Background: an optimization exercise with open tools, aiming at small area and a short achievable clock period. Do not read the settings as production practice. No functional check of the RTL was part of any run shown here. No activity file was given, so power comes from the tool's default toggle rates.

==> flow/design.v, too long to show whole: its modules and the start of the top module <==
// module vc_dds_cfg_reg: 32 lines
// module vc_phase_accum: 37 lines
// module vc_wave_shaper: 13 lines
// module vc_amp_offset: 629 lines
// module vc_dds_top: 69 lines
module vc_dds_top
(
  input  logic                    clk_user_bufg,
  input  logic                    rst_glb,
  input  logic                    cfg_wr,           
  input  logic [85:0]             cfg,              
  output logic [16-1:0] sample,           
  output logic                    sample_valid,
  output logic [10-1:0]    dac_fsc           
);
  // ...
==> flow/flow/run.sh <==
#!/bin/bash
# Standard ORFS layout, except that the port buffers are the smallest plain
# buffer instead of the default delay-buffer cell. Each tool's output is kept
# by ORFS under orfs/logs/; make's own output goes to flow_make.log.
set -euo pipefail
export BUFFER_PORTS_ARGS="-buffer_cell sky130_fd_sc_hd__buf_1"
bash standard.sh finish > flow_make.log 2>&1
==> flow/standard.sh <==
#!/bin/bash
# synth_recipe.tcl (not shown) runs the flow's synth.tcl, then flattens the netlist and writes it again
# the make line also repeats each setting of config.mk as NAME=value (left out here)
make -C /OpenROAD-flow-scripts/flow DESIGN_CONFIG=/design/flow/config.mk WORK_HOME=/design/flow/orfs CLKGATE_MAP_FILE= SYNTH_SCRIPT=/design/flow/synth_recipe.tcl "${@:-finish}"
==> flow/config.mk <==
export PLATFORM = sky130hd
export DESIGN_NAME = vc_dds_top
export DESIGN_NICKNAME = vc_dds_top
export VERILOG_FILES = /design/flow/design.v
export SDC_FILE = /design/flow/constraint.sdc
export NUM_CORES = 4
export LEC_CHECK = 0
export CAP_MARGIN = 20
export CORE_MARGIN = 2
export CORE_UTILIZATION = 60
export CTS_CLUSTER_DIAMETER = 100
export CTS_CLUSTER_SIZE = 25
export PLACE_DENSITY = 0.75
export SETUP_SLACK_MARGIN = 3.1
export SLEW_MARGIN = 20
==> flow/constraint.sdc <==
create_clock -name core_clock -period 5.5 [get_ports {clk_user_bufg}]
set_input_delay 1.1000 -clock core_clock [delete_from_list [all_inputs] [get_ports {clk_user_bufg}]]
set_output_delay 1.1000 -clock core_clock [all_outputs]
set_load 0.01 [all_outputs]
==> qor.txt, run 1 <==
Seq cells - 324
Initial core utilization - 60.6%
Top Ports - 116
Worst Setup EP - u_amp_offset.cin_q
Slew Limit Fails - 0
Worst R2R End - u_amp_offset.cin_q
Logic pwr share - 52.5%
Cell taking the most area after synthesis - dfxtp_1
Distinct cells, synth - 63
Number of hold buffers added after CTS - 0
Main combinational cell family by area after synthesis - adder cells
Worst EP required - 5.89 ns
Worst skew pair latency - 0.51 ns
Post-synthesis sequential area ratio - 43.2%
Final net count - 1865
P_sw - 0.00491 W
Ant diodes - 0
Crit end category - flop
Core ar. - 27600 sq um
Outcome - finished clean
Worst path bufs/invs - 2
XOR/XNOR Fraction of Synth Area - 10.3%
Number of synthesized register bits - 324
EDFF count, synth - 66
Min cycle time layout - 2.36 ns
Sequential cell area share - 40.5%
Post-place setup slack - 2.50 ns
Final ANT Viol Nets - 0
Critical path type - flop to flop
Met3 Use GR - 4.37%
Area grow syn2layout - 7.35%
Setup TNS - 0 ns
==> module vc_dds_cfg_reg, before the edit <==
module vc_dds_cfg_reg
(
  input  logic                       clk_user_bufg,
  input  logic                       rst_glb,
  input  logic                       cfg_wr,
  input  vc_dds_pkg::vc_cfg_t        cfg,
  output logic                       tri_en,
  output logic                       saw_en,
  output logic [32-1:0]     freq_word,
  output logic [16-1:0]    amp,
  output logic [16-1:0]    dc_offset,
  output logic [10-1:0]       dac_fsc
);
  always_ff @(posedge clk_user_bufg)
  begin
    if (cfg_wr)
    begin
      tri_en    <= cfg.mode == vc_dds_pkg::WAVE_TRIANGLE;
      saw_en    <= cfg.mode == vc_dds_pkg::WAVE_SAWTOOTH;
      freq_word <= cfg.freq_word;
      amp       <= cfg.amp;
      dc_offset <= cfg.dc_offset;
    end
  end
  always_ff @(posedge clk_user_bufg or posedge rst_glb)
  begin
    if (rst_glb)
      dac_fsc <= {10{1'b1}};
    else if (cfg_wr)
      dac_fsc <= (cfg.fsc == '0) ? {10{1'b1}} : cfg.fsc;
  end
endmodule
==> run 2: changes to the inputs <==
--- a/flow/design.v
+++ b/flow/design.v
@@ -52,23 +52,25 @@
     begin
       tri_en    <= cfg.mode == vc_dds_pkg::WAVE_TRIANGLE;
       saw_en    <= cfg.mode == vc_dds_pkg::WAVE_SAWTOOTH;
       freq_word <= cfg.freq_word;
       amp       <= cfg.amp;
       dc_offset <= cfg.dc_offset;
     end
   end
+  logic [10-1:0] dac_fsc_n;
   always_ff @(posedge clk_user_bufg or posedge rst_glb)
   begin
     if (rst_glb)
-      dac_fsc <= {10{1'b1}};
+      dac_fsc_n <= '0;
     else if (cfg_wr)
-      dac_fsc <= (cfg.fsc == '0) ? {10{1'b1}} : cfg.fsc;
+      dac_fsc_n <= (cfg.fsc == '0) ? '0 : ~cfg.fsc;
   end
+  assign dac_fsc = ~dac_fsc_n;
 endmodule
 `timescale 1ns/1ns
 module vc_phase_accum
 (
   input  logic                       clk_user_bufg,
   input  logic                       cfg_wr,
   input  logic [10-1:0]       pcw,
   input  logic [32/2-1:0]   cfg_freq_lo,   
@@ -658,17 +660,17 @@
   wire s399 = r0_273 ^ r0_274 ^ k368;
   wire k400 = (r0_273 & r0_274) | (r0_273 & k368) | (r0_274 & k368);
   wire s401 = r0_275 ^ r0_276;
   wire k402 = r0_275 & r0_276;
   wire s403 = r0_277 ^ r0_278 ^ r0_279;
   wire k404 = (r0_277 & r0_278) | (r0_277 & r0_279) | (r0_278 & r0_279);
   wire s405 = 1'b1 ^ r0_280;
   wire k406 = 1'b1 & r0_280;
-  wire [13:0] plow_sum = {1'b0, k370, s369, k336, k334, k332, k330, s291, k288, k286, k284, k282, r0_184, r0_180} + {1'b0, s371, s339, s337, s335, s333, s331, s329, s289, s287, s285, s283, s281, r0_181};
+  wire [11:0] plow_sum = {1'b0, k336, k334, k332, k330, s291, k288, k286, k284, k282, r0_184, r0_180} + {1'b0, s337, s335, s333, s331, s329, s289, s287, s285, s283, s281, r0_181};
   logic cin_q;
   logic r1_407;
   logic r1_408;
   logic r1_409;
   logic r1_410;
   logic r1_411;
   logic r1_412;
   logic r1_413;
@@ -694,56 +696,64 @@
   logic r1_433;
   logic r1_434;
   logic r1_435;
   logic r1_436;
   logic r1_437;
   logic r1_438;
   logic r1_439;
   logic r1_440;
+  logic r1_441;
+  logic r1_442;
+  logic r1_443;
+  logic r1_444;
   always_ff @(posedge clk_user_bufg)
   begin
-    cin_q <= plow_sum[13];
-    r1_407 <= k372;
-    r1_408 <= s373;
-    r1_409 <= k374;
-    r1_410 <= s375;
-    r1_411 <= k376;
-    r1_412 <= s377;
-    r1_413 <= k378;
-    r1_414 <= s379;
-    r1_415 <= k380;
-    r1_416 <= s381;
-    r1_417 <= k382;
-    r1_418 <= s383;
-    r1_419 <= k384;
-    r1_420 <= s385;
-    r1_421 <= k386;
-    r1_422 <= s387;
-    r1_423 <= k388;
-    r1_424 <= s389;
-    r1_425 <= k390;
-    r1_426 <= s391;
-    r1_427 <= k392;
-    r1_428 <= s393;
-    r1_429 <= k394;
-    r1_430 <= s395;
-    r1_431 <= k396;
-    r1_432 <= s397;
-    r1_433 <= k398;
-    r1_434 <= s399;
-    r1_435 <= k400;
-    r1_436 <= s401;
-    r1_437 <= k402;
-    r1_438 <= s403;
-    r1_439 <= k404;
-    r1_440 <= s405;
+    cin_q <= plow_sum[11];
+    r1_407 <= s369;
+    r1_408 <= s339;
+    r1_409 <= k370;
+    r1_410 <= s371;
+    r1_411 <= k372;
+    r1_412 <= s373;
+    r1_413 <= k374;
+    r1_414 <= s375;
+    r1_415 <= k376;
+    r1_416 <= s377;
+    r1_417 <= k378;
+    r1_418 <= s379;
+    r1_419 <= k380;
+    r1_420 <= s381;
+    r1_421 <= k382;
+    r1_422 <= s383;
+    r1_423 <= k384;
+    r1_424 <= s385;
+    r1_425 <= k386;
+    r1_426 <= s387;
+    r1_427 <= k388;
+    r1_428 <= s389;
+    r1_429 <= k390;
+    r1_430 <= s391;
+    r1_431 <= k392;
+    r1_432 <= s393;
+    r1_433 <= k394;
+    r1_434 <= s395;
+    r1_435 <= k396;
+    r1_436 <= s397;
+    r1_437 <= k398;
+    r1_438 <= s399;
+    r1_439 <= k400;
+    r1_440 <= s401;
+    r1_441 <= k402;
+    r1_442 <= s403;
+    r1_443 <= k404;
+    r1_444 <= s405;
   end
-  wire [16:0] tot = {r1_439, r1_437, r1_435, r1_433, r1_431, r1_429, r1_427, r1_425, r1_423, r1_421, r1_419, r1_417, r1_415, r1_413, r1_411, r1_409, r1_407} + {r1_440, r1_438, r1_436, r1_434, r1_432, r1_430, r1_428, r1_426, r1_424, r1_422, r1_420, r1_418, r1_416, r1_414, r1_412, r1_410, r1_408} + cin_q;
-  wire [16:0] hisum = tot[16:0];
+  wire [18:0] tot = {r1_443, r1_441, r1_439, r1_437, r1_435, r1_433, r1_431, r1_429, r1_427, r1_425, r1_423, r1_421, r1_419, r1_417, r1_415, r1_413, r1_411, r1_409, r1_407} + {r1_444, r1_442, r1_440, r1_438, r1_436, r1_434, r1_432, r1_430, r1_428, r1_426, r1_424, r1_422, r1_420, r1_418, r1_416, r1_414, r1_412, r1_410, r1_408} + cin_q;
+  wire [16:0] hisum = tot[18:2];
   assign result = hisum;
   logic [16+RW-1:0] dly_q [1];
   always_ff @(posedge clk_user_bufg)
   begin
     dly_q[0] <= ~result;
   end
   assign sample = ~(dly_q[0][16-1:0] & {16{dly_q[0][16]}});
 endmodule
--- a/flow/config.mk
+++ b/flow/config.mk
@@ -6,10 +6,10 @@
 export NUM_CORES = 4
 export LEC_CHECK = 0
 export CAP_MARGIN = 20
 export CORE_MARGIN = 2
 export CORE_UTILIZATION = 60
 export CTS_CLUSTER_DIAMETER = 100
 export CTS_CLUSTER_SIZE = 25
 export PLACE_DENSITY = 0.75
-export SETUP_SLACK_MARGIN = 3.1
+export SETUP_SLACK_MARGIN = 3.3
 export SLEW_MARGIN = 20
==> run 2 against run 1 <==
Synthesized area is 2.4% higher. Register-to-register slack better by 0.12 ns. Non-clock buffer count is 8 higher. Sequential power is 1% higher. Fmax is 3.3% higher. Clock power is 4% higher. Worst setup slack better by 0.075 ns. Clock skew is 0.0085 ns higher. Routed wire length is 5.5% higher. Global-route usage is 0.29 points lower. Largest power group unchanged. Highest routed layer unchanged.
==> qor.txt, run 2 <==
Port bufs - 115
Root Buffer - clkbuf_16
Top-area cell type share of the netlist area - 28.8%
Post-DP HPWL - 24300 um
Post-Syn Instances - 1564
Worst-margin pin slew - 0.896 ns
Largest reg by FF count - u_cfg_reg.freq_word
Flop pwr share - 35.7%
Synthesized area per cell - 11.0 sq um
Crit-path cells - buf_6 > nand2_1 > clkbuf_2
Die Area - 30000 sq um
Antenna violations before repair - 0
Leading post-synthesis cells by cell area - dfxtp_1 29%, fa_1 14%, edfxtp_1 12%
Reg2reg start - u_cfg_reg.freq_word[16]
DRT Pass-1 Iters - 5
Final ANT Viol Nets - 0 (unchanged)
Hold WS - 0.352 ns
Slew headroom - 40.2%
Core ar. - 27900 sq um (+1.1%)
Tcrit/Tclk final - 41.6%
Worst skew pair latency - 0.51 ns (about the same)
Top-count cell post-synth - dfxtp_1
Setup TNS - 0 ns (unchanged)
Distinct cells, synth - 77 (+22%)
CTS max path bufs - 3
TritonCTS clock tree - yes
Worst setup SP type - flop
Synthesized cell area - 17200 sq um
CP peak stage delay - 0.36 ns
Peak supply drop - 0.315 mV
DR DRC count - 0
Pleak - 7.71 nW
Slowest cell on the critical path - dfxtp_4
Most frequent cells after synthesis - 247 x dfxtp_1, 159 x inv_1, 141 x xnor2_1, 122 x fa_1, 119 x a22oi_1
First-pass GRT wire length - 56900 um
Critical path type - flop to output port
Maximum clock rate - 437 MHz
Outcome - finished clean
Ys async rst share - 4.57%
CTS Sinks - 328
Layout cell share with drive strength beyond 1 - 11.0%
Routability cong. - 0.871
Power share of the clock group - 11.2%
Worst Hold Class - flop to flop
Layout fillers - 2132
Net Count, Synth - 1863
P_sw - 0.00507 W (+3.3%)
Hold Crit Start - u_cfg_reg.dc_offset[10]
DR vias/cell - 5.73
Post-synthesis sequential area ratio - 42.6% (-0.63 points)
Final setup skew - 0.0248 ns
Vias in the first global route - 11636
Max_cap viols - 0
Initial core utilization - 61.4% (+0.80 points)
Max reg flops - 32
Non-filler cells, final - 2003
Sw Ratio - 41.6%
CP arrival - 1.19 ns
Pwr dens - 650 nW/um^2
Logic pwr share - 53.1% (+0.6 points)
Ant diodes - 0 (unchanged)
Post-Route WL - 35300 um
Top Ports - 116 (unchanged)
Yosys warning total - 5
RSZ-0062 raised after global routing - yes
Cell taking the most area after synthesis - dfxtp_1
EDFF count, synth - 66 (unchanged)
Most common cell after layout, fill and taps aside - dfxtp_1
Int Pwr - 0.00712 W
Final net count - 1917 (+2.8%)
Initial DRC count - 820
WL/cell - 17.6 um
Setup violators final - 0
Overall power - 0.0122 W
Hold endpoint - u_amp_offset.dco_q[10]
Number of synthesized register bits - 328 (+1.2%)
Worst R2R End - u_phase_accum.phase_hi[11]
Reg area - 7380 sq um
Reg2reg path depth - 8
Area grow syn2layout - 9.32%
Multi-input logic area - 9010 sq um
Synth Flop Type - dfxtp_1
Slew Limit Fails - 0 (unchanged)
Die Y - 173 um
CP max FO - 8
Die width - 173 um
Total gr overflow - 0
Crit end category - output port
Commonest cells after routing, fill and taps aside - 205 x dfxtp_1, 147 x inv_1, 141 x xnor2_1
Largest regs - u_cfg_reg.freq_word (32), u_amp_offset.dly_q (17)
Via Count - 11479
H-tree level count - 1
Num CTS Buffers - 17
Final Hold Vio Count - 0
Min cycle time layout - 2.29 ns (-0.0750 ns)
Worst EP required - 4.40 ns (-1.49 ns)
Pin count of the biggest net entering global routing - 90
Clock slew seen by the registers of the worst setup and hold paths - 0.09 ns
Hold depth - 0
Inst Count DP - 1958
Num rows - 61
R2R setup slack - 3.26 ns
GRT Total Usage - 23.1%
## run 2: cell type report
class / count / area share (%)
Inverter: 163 / 3.28
Multi-Input combinational cell: 970 / 48.0
Tap cell: 378 / 2.52
Timing Repair Buffer: 137 / 4.18
Clock inverter: 1 / 0.107
Timing Repair inverter: 1 / 0.0267
Sequential cell: 328 / 39.4
Clock buffer: 25 / 2.48
## run 2: metrics by stage
| step | area, sq um | worst slack (ns) | util (%) |
|---|---|---|---|
| after floorplan | 17200 | 3.10 | - |
| after global placement | 17700 | 2.31 | 63.3 |
| after detailed placement | 17700 | 2.19 | 63.3 |
| after CTS | 18300 | 3.21 | 65.5 |
| after global routing | 18800 | 3.10 | 67.2 |
| final | 18800 | 3.21 | 67.2 |
## run 2: kinds of logic (layout without fill, tap and decap cells)
kind of cell | Yosys count | after routing | share of synthesized area, %
buffers and inverters | 266 | 327 | 5.99
flip-flops | 328 | 328 | 42.6
AND/OR/NAND/NOR | 226 | 226 | 6.49
XOR/XNOR | 185 | 185 | 9.44
multiplexers | 8 | 8 | 0.510
adder cells (fa/ha/maj) | 210 | 210 | 20.7
AO/OA/AOI/OAI | 341 | 341 | 14.4
## run 2: layer usage
| layer | part of all wire (%) | global-route usage, % |
|---|---|---|
| met5 | 0 | 0 |
| met1 | 42 | 31.3 |
| met3 | 7.2 | 3.21 |
| met2 | 48 | 39.0 |
| met4 | 2.5 | 6.43 |
## run 2: worst max path at each step
stage,start,endpoint,slack (ns),depth (start not counted)
finish,u_amp_offset.dly_q[0][16],sample[15],3.21,3
global route,u_cfg_reg.freq_word[16],u_phase_accum.phase_hi[14],3.10,6
CTS,u_cfg_reg.freq_word[0],u_phase_accum.step_lo[14],3.21,7
detailed placement,cfg_wr,u_phase_accum.step_lo[14],2.19,6
global placement,cfg_wr,u_phase_accum.step_lo[14],2.31,6
floorplan,cfg[7],u_cfg_reg.dac_fsc_n[0],3.10,3
## run 2: repair_timing
item / in CTS / in global routing
cloned: 1 / 1
setup buffers: 1 / 16
hold buffers: 0 / 0
pin swaps: 6 / 26
gates resized for setup: 68 / 98
endpoints found under the hold margin: 0 / 0
setup endpoints to repair: 155 / 54
## run 2: critical path: cells and delay by family (launching register included)
| family | cells | cell delay [ns] |
|---|---|---|
| simple gates | 1 | 0.06 |
| buf+inv | 2 | 0.25 |
| flops | 1 | 0.36 |
## run 2: power groups by stage
stage | registers [W] | logic, W | clock network (W)
after global placement | 0.00432 | 0.00584 | 0
final | 0.00436 | 0.00647 | 0.00136
after floorplan | 0.00375 | 0.00503 | 0
after global routing | 0.00444 | 0.00746 | 0.00146
after CTS | 0.00432 | 0.00620 | 0.00139
after detailed placement | 0.00435 | 0.00609 | 0

## port drivers added, routing unchanged
The flow's constraints put no driver on any port. The routed layouts listed below were extracted and timed again, unchanged, in two steps.
Step 1 (the two cells are an assumption about what drives the block):
set clk [get_ports {clk_user_bufg}]
set_driving_cell -lib_cell sky130_fd_sc_hd__clkbuf_16 $clk
set_driving_cell -lib_cell sky130_fd_sc_hd__buf_2 [delete_from_list [all_inputs] $clk]
Step 2 adds t to the input delays and takes it off the output delays; t is the mean of the earliest and latest rising clock arrival at the registers after step 1. Input paths then give back, and output paths get back, about the clock's delay inside the block.
a / b / c = ideal / step 1 / step 2; a / b = the first two.
| run | t, ns | setup WS [ns] | hold WS [ns] | worst slew at a driven data input, ns |
|---|---|---|---|---|
| run 1 | 0.557 | 3.135 / 3.133 / 2.689 | 0.348 / 0.348 / 0.348 | 0.05 |
| run 2 | 0.546 | 3.210 / 3.162 / 2.816 | 0.352 / 0.352 / 0.352 | 0.05 |
After both steps every run listed still meets setup and hold. The setup slack of run 1, which loses most, moves by -0.002 ns with the drivers and by -0.446 ns with both steps.
